Source: an optimization exercise on an open RTL-to-GDS flow (aim: small area, a short achievable clock period and few clock cycles per item). Production flows keep margins and buffers that such runs may drop.
In this exercise RTL edits were held to simulation tests only and were not proved equivalent to the original.
Power and IR drop assume default switching activity.

## MS
## stream_byte_reassembler_core
module stream_byte_reassembler_core (
	input  logic               clk,
	input  logic               arst_n,
	input  logic               req_valid,
	output logic               req_stall,
	input  logic               kind,
	input  logic [POS_W-1:0]   stream_index,
	input  logic [BYTE_W-1:0]  data_byte,
	input  logic               ends_stream,
	input  logic [SPACE_W-1:0] downstream_space,
	output logic               rsp_valid,
	input  logic               rsp_stall,
	output logic               out_valid,
	output logic [BYTE_W-1:0]  out_byte,
	output logic               last_of_run,
	output logic [SPACE_W-1:0] pending_count,
	output logic               stream_closed
);
	function automatic logic [IW-1:0] pe64(input logic [WINDOW-1:0] x);
		logic [WINDOW-1:0]      v;
		logic [WINDOW*IW-1:0]   ix;
		logic [WINDOW-1:0]      nv;
		logic [WINDOW*IW-1:0]   nix;
		begin
			v  = x;
			ix = '0;
			for (int l = 0; l < IW; l++) begin
				nv  = '0;
				nix = '0;
				for (int i = 0; i < (WINDOW >> (l + 1)); i++) begin
					nv[i] = v[2*i] | v[2*i+1];
					for (int b = 0; b < IW; b++) begin
						if (b < l)
							nix[i*IW+b] = v[2*i] ? ix[(2*i)*IW+b] : ix[(2*i+1)*IW+b];
						else if (b == l)
							nix[i*IW+b] = !v[2*i];
					end
				end
				v  = nv;
				ix = nix;
			end
			pe64 = ix[IW-1:0];
		end
	endfunction
	logic              qv_q;
	logic              qkind_q;
	logic [IW-1:0]     qplo_q;
	logic [SPACE_W-1:0] qd_q;
	logic              qsmall_q;
	logic [BYTE_W-1:0] qbyte_q;
	logic [SPACE_W-1:0] qroom_q;
	logic [POS_W-1:0]  next_q;
	logic [WINDOW-1:0] rel_q;
	logic [BYTE_W-1:0] ring_q [WINDOW];
	logic [POS_W-1:0]  end_q;
	logic              end_known_q;
	logic              blk_q;       
	logic              em_q;
	logic [SPACE_W-1:0] ra_q;
	logic              r1v_q, r1d_q, r1l_q, r1f_q, r1nm_q, r1s_q, r1pcl_q;
	logic [BYTE_W-1:0] r1b_q;
	logic [IW-1:0]     r1rk_q;
	logic [SPACE_W-1:0] r1er_q;
	logic              r2v_q, r2d_q, r2l_q, r2f_q, r2nm_q, r2s_q, r2pcl_q;
	logic [BYTE_W-1:0] r2b_q;
	logic [IW-1:0]     r2k_q;
	logic [SPACE_W-1:0] r2er_q;
	logic              ov_q;
	logic              od_q;
	logic [BYTE_W-1:0] ob_q;
	logic              ol_q;
	logic [SPACE_W-1:0] op_q;
	logic              oc_q;
	logic              o_free, r2_move, r2_free, r1_move, r1_free;
	logic              do_proc, do_emit, take, adv;
  ...
For scale: ~2500 cells after synthesis, ~760 flip-flops, ~0.036 mm2 of cells after synthesis.
export LEC_CHECK = 0
export CAP_MARGIN = 20
export CORE_MARGIN = 2
export CORE_UTILIZATION = 40
export SETUP_SLACK_MARGIN = 2.5
export SLEW_MARGIN = 20
create_clock -name core_clock -period 6.0 [get_ports {clk}]
run.sh (not shown) runs the stock make flow with config.mk's settings and CLKGATE_MAP_FILE= SYNTH_SCRIPT=/design/flow/synth_recipe.tcl, a recipe that flattens the netlist after the stock synthesis.
MS completed; timing, DRC and antenna clean
Testbench counts of MS, summed over its fixed seeds: cycles 14,740, items 9,629.
#### Input delta (TR over MS)
Settings: an added CTS_BUF_LIST of sky130_fd_sc_hd__clkbuf_4 sky130_fd_sc_hd__clkbuf_8.
### Flow results
- TR closes out successfully: all stages finished, all timing, DRC and antenna checks passed.
- Comparing MS and TR, the higher synthesis-to-layout area growth is on MS.
- Against MS, TR comes in about 1% higher on wire length of the first global-routing pass.
- TR and MS ended up with roughly the same power attributed to combinational cells.
- Looking only at depth of the CTS H-tree, and setting everything else aside, the higher value of MS and TR goes to TR.
- Utilization MS -> TR: down
- TR improves on MS in worst clock skew on the final layout.
- In the flow results for MS and TR, the number of gates given a new drive strength after cts is smaller on TR.
- Looking only at fraction of standard cell area in multi-input logic, and setting everything else aside, the higher value of MS and TR goes to TR.
- In the flow results for MS and TR, the overall power after layout is smaller on TR.
- Compared MS against TR; fmax within noise.
- Register-to-register slack: MS vs TR, no meaningful difference

--- another note on this design; it stands on its own ---

## job 8706
// stream_byte_reassembler_core
module stream_byte_reassembler_core (
	input  logic               clk,
	input  logic               arst_n,
	input  logic               req_valid,
	output logic               req_stall,
	input  logic               kind,
	input  logic [POS_W-1:0]   stream_index,
	input  logic [BYTE_W-1:0]  data_byte,
	input  logic               ends_stream,
	input  logic [SPACE_W-1:0] downstream_space,
	output logic               rsp_valid,
	input  logic               rsp_stall,
	output logic               out_valid,
	output logic [BYTE_W-1:0]  out_byte,
	output logic               last_of_run,
	output logic [SPACE_W-1:0] pending_count,
	output logic               stream_closed
);
Size in the first run: roughly 2,500 cells after synthesis, roughly 0.035 mm^2 of cells after synthesis.
make LEC_CHECK=0 CAP_MARGIN=20 CORE_MARGIN=2 CORE_UTILIZATION=40 CTS_BUF_LIST='sky130_fd_sc_hd__clkbuf_4 sky130_fd_sc_hd__clkbuf_8 sky130_fd_sc_hd__clkbuf_16' CTS_CLUSTER_DIAMETER=60 CTS_CLUSTER_SIZE=24 SETUP_SLACK_MARGIN=3.0 SLEW_MARGIN=20 TNS_END_PERCENT=20 finish   # period 6.0 ns
run.sh (not shown) runs the stock make flow with config.mk's settings and CLKGATE_MAP_FILE= SYNTH_SCRIPT=/design/flow/synth_recipe.tcl, a recipe that flattens the netlist after the stock synthesis.
Testbench counts of job 8706, summed over its fixed seeds: cycles 14,740, items 9,629.
For job 2131, these inputs were changed with respect to job 8706:
# job 8706
export LEC_CHECK = 0
export CAP_MARGIN = 20
export CORE_MARGIN = 2
export CORE_UTILIZATION = 40
export CTS_BUF_LIST = sky130_fd_sc_hd__clkbuf_4 sky130_fd_sc_hd__clkbuf_8 sky130_fd_sc_hd__clkbuf_16
export CTS_CLUSTER_DIAMETER = 60
export CTS_CLUSTER_SIZE = 24
export SETUP_SLACK_MARGIN = 3.0
export SLEW_MARGIN = 20
export TNS_END_PERCENT = 20
create_clock -name core_clock -period 6.0 [get_ports {clk}]
# job 2131
export LEC_CHECK = 0
export CAP_MARGIN = 20
export CORE_MARGIN = 2
export CORE_UTILIZATION = 55
export CTS_BUF_LIST = sky130_fd_sc_hd__clkbuf_4 sky130_fd_sc_hd__clkbuf_8
export SETUP_SLACK_MARGIN = 3.0
export SLEW_MARGIN = 20
create_clock -name core_clock -period 6.0 [get_ports {clk}]
--- outcome ---
- Changes observed in job 2131 relative to job 8706: number of antenna violations at the first check in global routing down 2, met2 usage up 14 points, wire length of the first global-routing pass up 3.3 mm, switching portion of total power down 1.3 points.
- The run showing the smaller count of clock-buffer cells in the layout is job 8706.
- Job 2131 ended up with a lower maximum achievable frequency than job 8706 did.
- For job 2131, the startpoint of the worst setup timing path was rsp_stall, unlike job 8706, where it was qd_q[5]$_DFFE_PP_.
- Summary of job 2131 over job 8706: mean routed wirelength per cell now sits higher, placer's final routability congestion estimate shrank by about 4.6%, sequential share of layout area moved up, area of the core went down by 0.024 mm^2.
Edits applied to the flow inputs when going from job 2131 to job 4728:
# job 2131
export LEC_CHECK = 0
export CAP_MARGIN = 20
export CORE_MARGIN = 2
export CORE_UTILIZATION = 55
export CTS_BUF_LIST = sky130_fd_sc_hd__clkbuf_4 sky130_fd_sc_hd__clkbuf_8
export SETUP_SLACK_MARGIN = 3.0
export SLEW_MARGIN = 20
create_clock -name core_clock -period 6.0 [get_ports {clk}]
# job 4728
export LEC_CHECK = 0
export CAP_MARGIN = 20
export CORE_MARGIN = 2
export CORE_UTILIZATION = 40
export CTS_BUF_LIST = sky130_fd_sc_hd__clkbuf_4 sky130_fd_sc_hd__clkbuf_8
export SETUP_SLACK_MARGIN = 3.0
export SLEW_MARGIN = 20
create_clock -name core_clock -period 6.0 [get_ports {clk}]
Notes after the runs:
Fraction of standard cell area in multi-input logic: higher on job 2131. Every run in the comparison, job 4728 and job 2131, completed the flow with a clean layout. Delta (job 4728 minus job 2131): final cell count increased by 10% relative to the old numbers; critical path data arrival time about even; area of all placed cells without fillers moved up; worst setup slack rose by 0.093 ns; logic gate share of total power about even.

-- what the ideal ports hide --
The flow's constraints put no driver on any port. The routed layouts listed below were extracted and timed again, unchanged, in two steps.
Step 1: set_driving_cell puts a clkbuf_16 on clk and a buf_2 on each other input, an assumption about the parent block.
Step 2, shift: input delay + t, output delay - t, t = (earliest + latest rising clock arrival at the registers) / 2. This alone moves slack from input paths to output paths.
Slacks: ideal ports / drivers / drivers and shift; pairs: ideal ports / drivers.
run	t (ns)	slack for setup (ns)	hold WS [ns]
MS	0.695	2.564 / 2.543 / 1.922	0.418 / 0.390 / 0.418
TR	0.829	2.564 / 2.542 / 1.844	0.311 / 0.278 / 0.408
job 8706	0.685	2.965 / 2.965 / 2.405	0.422 / 0.422 / 0.422
job 2131	0.799	2.931 / 2.970 / 2.171	0.417 / 0.417 / 0.417
job 4728	0.867	3.025 / 3.020 / 2.261	0.416 / 0.389 / 0.416
After both steps every run listed still meets setup and hold. For job 4728, which loses most, drivers alone change the setup slack by -0.005 ns; drivers and shift together by -0.764 ns.
